Source: an optimization exercise on an open RTL-to-GDS flow (aim: small area and a short achievable clock period). Production flows keep margins and buffers that such runs may drop.
Where RTL was checked, it was by simulation tests only, not by an equivalence proof against the original.
Power is estimated from default activity; no workload was simulated.

Design mc_fifo, start of the top module:
module mc_fifo
#(
    parameter int WIDTH     = mc_fifo_pkg::DEF_WIDTH,
    parameter int DEPTH     = mc_fifo_pkg::DEF_DEPTH,
    parameter int CHANNELS  = mc_fifo_pkg::DEF_CHANNELS,
    parameter int AF_MARGIN = mc_fifo_pkg::DEF_AF_MARGIN,
    parameter int AE_MARGIN = mc_fifo_pkg::DEF_AE_MARGIN
) (
    input  logic                          clk,
    input  logic                          reset,
    input  logic                          write_en,
    input  logic [mc_fifo_pkg::width_of(CHANNELS)-1:0] wr_ch,
    input  logic [WIDTH-1:0]              data_in,
    input  logic                          read_en,
    input  logic [mc_fifo_pkg::width_of(CHANNELS)-1:0] rd_ch,
    input  logic                          clear_err,
    output logic [WIDTH-1:0]              data_out,
    output logic                          data_valid,
    output logic [CHANNELS-1:0]           full,
    output logic [CHANNELS-1:0]           empty,
    output logic [CHANNELS-1:0]           almost_full,
    output logic [CHANNELS-1:0]           almost_empty,
    output logic [mc_fifo_pkg::width_of(DEPTH):0]      rd_count,
    output logic [CHANNELS-1:0]           overflow,
    output logic [CHANNELS-1:0]           underflow
);
Size in the first run: ~2300 cells after synthesis, about 1100 flip-flops, about 56 I/O pins, ~41000 µm² of cells after synthesis.
Settings: LEC_CHECK=0, CAP_MARGIN=20, CORE_MARGIN=2, CORE_UTILIZATION=50, CTS_CLUSTER_DIAMETER=70, CTS_CLUSTER_SIZE=30, SETUP_SLACK_MARGIN=2.1, SLEW_MARGIN=20, SYNTH_HIERARCHICAL=1, SYNTH_MINIMUM_KEEP_SIZE=0; clock period 4.0 ns.
run.sh (not shown) runs the stock make flow with config.mk's settings and CLKGATE_MAP_FILE= SYNTH_SCRIPT=/design/flow/synth_recipe.tcl, a recipe that flattens the netlist after the stock synthesis.
The starting point finished clean.
Edit:
- SETUP_SLACK_MARGIN: 2.1 -> 1.8
=>
- worst setup slack degrades by 43 ps
- cell area increases slightly
- die area stays the same
- critical path depth increases by 1
No run of this note included a check of the RTL's function; only the layout flow was run.

Another version of the RTL of mc_fifo (not shown whole).
Size in the first run: ~2400 cells after synthesis, ~1100 flip-flops, roughly 0.042 mm^2 of cells after synthesis.
==> flow/config.mk <==
export PLATFORM = sky130hd
export DESIGN_NAME = mc_fifo
export DESIGN_NICKNAME = mc_fifo
export VERILOG_FILES = /design/flow/design.v
export SDC_FILE = /design/flow/constraint.sdc
export NUM_CORES = 4
export LEC_CHECK = 0
export CAP_MARGIN = 0
export CORE_MARGIN = 2
export CORE_UTILIZATION = 70
export CTS_CLUSTER_DIAMETER = 70
export CTS_CLUSTER_SIZE = 30
export SETUP_SLACK_MARGIN = 1.65
export SLEW_MARGIN = 0
export SYNTH_HIERARCHICAL = 1
export SYNTH_MINIMUM_KEEP_SIZE = 0
==> flow/constraint.sdc <==
create_clock -name core_clock -period 4.0 [get_ports {clk}]
set_input_delay 0.8000 -clock core_clock [delete_from_list [all_inputs] [get_ports {clk}]]
set_output_delay 0.8000 -clock core_clock [all_outputs]
set_load 0.01 [all_outputs]
The first run ran to the end with no violations.
==> next run, changes <==
- CAP_MARGIN: 0 -> 20
- CORE_UTILIZATION: 70 -> 50
- SLEW_MARGIN: 0 -> 20
=> The new run ran to the end with no violations. Via count went down by 1.9%. Wire length went up by 4.1%. Power went up by 4.4%. Synthesized cell count is unchanged. Worst setup slack improved by 0.037 ns. Synthesized area is unchanged. Final cell count went up by 9.1%. Clock skew went down by 0.0049 ns. Sequential power hardly moves.
==> next run, changes <==
- SETUP_SLACK_MARGIN: 1.65 -> 1.85
Result: Design area increases by 3.9%. Wire length increases by 2.8%. Critical path depth decreases by 5. Worst hold slack hardly moves. Register-to-register slack improved by 0.08 ns. Sequential share of layout area decreases by 2.7 points.
==> next run, changes <==
- CAP_MARGIN: 20 -> 0
- CORE_UTILIZATION: 50 -> 60
- SETUP_SLACK_MARGIN: 1.85 -> 1.65
- SLEW_MARGIN: 20 -> 0
The changed run produced a clean layout.
Worst setup slack gets better by 0.0060 ns.
Fmax barely changes.
Global-route usage came out higher by 3.7 points.
Cell area fell by 4.7%.
Critical path depth does not change.
Hold slack improved by 0.012 ns.
==> next run, changes <==
- CAP_MARGIN: 0 -> 20
- CORE_UTILIZATION: 60 -> 50
- GPL_TIMING_DRIVEN: unset -> 0
- SLEW_MARGIN: 0 -> 20
Result: Power grows by a few percent; non-clock buffer count grows by 104; setup slack degrades by 0.015 ns; synthesized area is unchanged; wire length grows by a few percent; worst hold slack degrades by 0.011 ns; global-route usage shrinks by 4.1 points; cell area grows by a few percent; final cell count grows by a little under a tenth; utilization shrinks by 9.0 points; die area grows by about a fifth.

Starting RTL as in the previous note.
clock: 4.0 ns
lec_check: 0
cap_margin: 0
core_margin: 2
core_utilization: 50
cts_cluster_diameter: 70
cts_cluster_size: 30
setup_slack_margin: 1.65
slew_margin: 0
synth_hierarchical: 1
synth_minimum_keep_size: 0
The first run finished with timing, DRC and antenna clean.
Change:
--- a/flow/config.mk
+++ b/flow/config.mk
@@ -16 +16,2 @@
 export SYNTH_MINIMUM_KEEP_SIZE = 0
+export TNS_END_PERCENT = 10
What happened: Sequential power hardly moves; fmax came out lower by 8.7%; cell area decreases by 0.36%; final cell count goes down by about 0.3%; worst setup slack gets worse by 0.22 ns; core utilization goes down by 0.20 points; wire length fell by 0.53%; combinational power went up by about 1%.

wip/cedar:
mc_fifo, a different RTL version from the one above (not shown whole).
Size in the first run: ~2300 cells after synthesis, roughly 1100 flip-flops, ~56 I/O pins, ~41000 um^2 of cells after synthesis.
export LEC_CHECK = 0
export CAP_MARGIN = 20
export CORE_MARGIN = 2
export CORE_UTILIZATION = 50
export CTS_CLUSTER_DIAMETER = 70
export CTS_CLUSTER_SIZE = 30
export SETUP_SLACK_MARGIN = 1.8
export SLEW_MARGIN = 20
export SYNTH_HIERARCHICAL = 1
export SYNTH_MINIMUM_KEEP_SIZE = 0
create_clock -name core_clock -period 4.0 [get_ports {clk}]
wip/cedar finished end to end and its layout was clean on timing, DRC and antenna.
Input-level comparison between wip/maple and wip/cedar:
Settings: CTS_CLUSTER_SIZE now 24, was 30; CTS_CLUSTER_DIAMETER now 50, was 70.
[summary]
Re final instance count without filler cells: wip/cedar and wip/maple aren't equal, and the lower value belongs to wip/cedar. Diff wip/cedar -> wip/maple | DRC violation total after the first TritonRoute iteration | up by more than 10%. Between wip/cedar and wip/maple, the difference in final-report hold violation count is negligible. Overall global routing resource usage (wip/maple over wip/cedar): increase, 0.59 points. Lower critical path's largest stage delay goes to wip/maple over wip/cedar. As of wip/maple, first-pass GRT wire length had risen by a few percent compared to wip/cedar. The fraction of met1 tracks used by global routing in wip/maple sits 0.22 points above the value recorded for wip/cedar. met2 layer wire length in the routed design was lower in wip/cedar than in wip/maple. Compare wip/cedar and wip/maple | final worst setup slack higher: wip/maple.
diff inputs: wip/maple => wip/tundra
Settings: CTS_CLUSTER_SIZE: 24 -> unset; CTS_CLUSTER_DIAMETER: 50 -> unset.
==> comparison <==
wip/tundra: all stages complete, timing, DRC and antenna checks passed
Per the comparison of wip/tundra with wip/maple, area of the multi-input gates dropped about 0.6%; worst setup slack barely changed.
[compare] base=wip/maple new=wip/tundra: area of placed instances shows no meaningful change; largest vdd supply drop up 12%.
No functional check of the RTL was part of any run of this note.

## re-timing with driven ports
In the flow no input, the clock included, has a driving cell. The finished layouts below were timed again as built, in two steps.
Step 1: set_driving_cell puts a clkbuf_16 on clk and a buf_2 on each other input, an assumption about the parent block.
Step 2 times the ports against the registers' clock, not the clock port: input delays grow and output delays shrink by t, the midpoint of the rising clock arrivals with the driver on.
a / b / c = ideal ports / drivers / drivers and shift; a / b = the first two.
run | t, ns | setup WS [ns] | hold slack, ns | worst setup path at the end | pins driven straight from the clock port
the first run of note 1 | 0.707 | 1.364 / 1.357 / 0.670 | 0.443 / 0.443 / 0.443 | input to register | 1
the second run of note 1 | 0.698 | 1.321 / 1.321 / 0.634 | 0.446 / 0.446 / 0.446 | input to register | 1
the first run of note 2 | 0.686 | 1.638 / 1.618 / 1.044 | 0.451 / 0.451 / 0.451 | input to register | 1
the second run of note 2 | 0.708 | 1.675 / 1.610 / 1.057 | 0.439 / 0.439 / 0.439 | input to register | 1
the third run of note 2 | 0.698 | 1.669 / 1.603 / 1.273 | 0.436 / 0.436 / 0.436 | input to register | 1
the fourth run of note 2 | 0.697 | 1.675 / 1.608 / 1.068 | 0.448 / 0.448 / 0.448 | input to register | 1
the fifth run of note 2 | 0.708 | 1.660 / 1.598 / 1.015 | 0.438 / 0.438 / 0.438 | input to register | 1
the first run of note 3 | 0.709 | 1.680 / 1.612 / 1.053 | 0.438 / 0.438 / 0.438 | input to register | 1
the second run of note 3 | 0.717 | 1.458 / 1.392 / 0.932 | 0.437 / 0.437 / 0.437 | input to register | 1
wip/cedar | 0.718 | 1.335 / 1.335 / 1.016 | 0.436 / 0.436 / 0.436 | input to register | 1
wip/maple | 0.720 | 1.360 / 1.292 / 1.033 | 0.434 / 0.434 / 0.434 | input to register | 1
wip/tundra | 0.725 | 1.362 / 1.293 / 1.020 | 0.440 / 0.440 / 0.440 | input to register | 1
After both steps setup and hold are still met in every run listed. For the first run of note 1, which loses most, drivers alone change the setup slack by -0.007 ns; drivers and shift together by -0.694 ns.
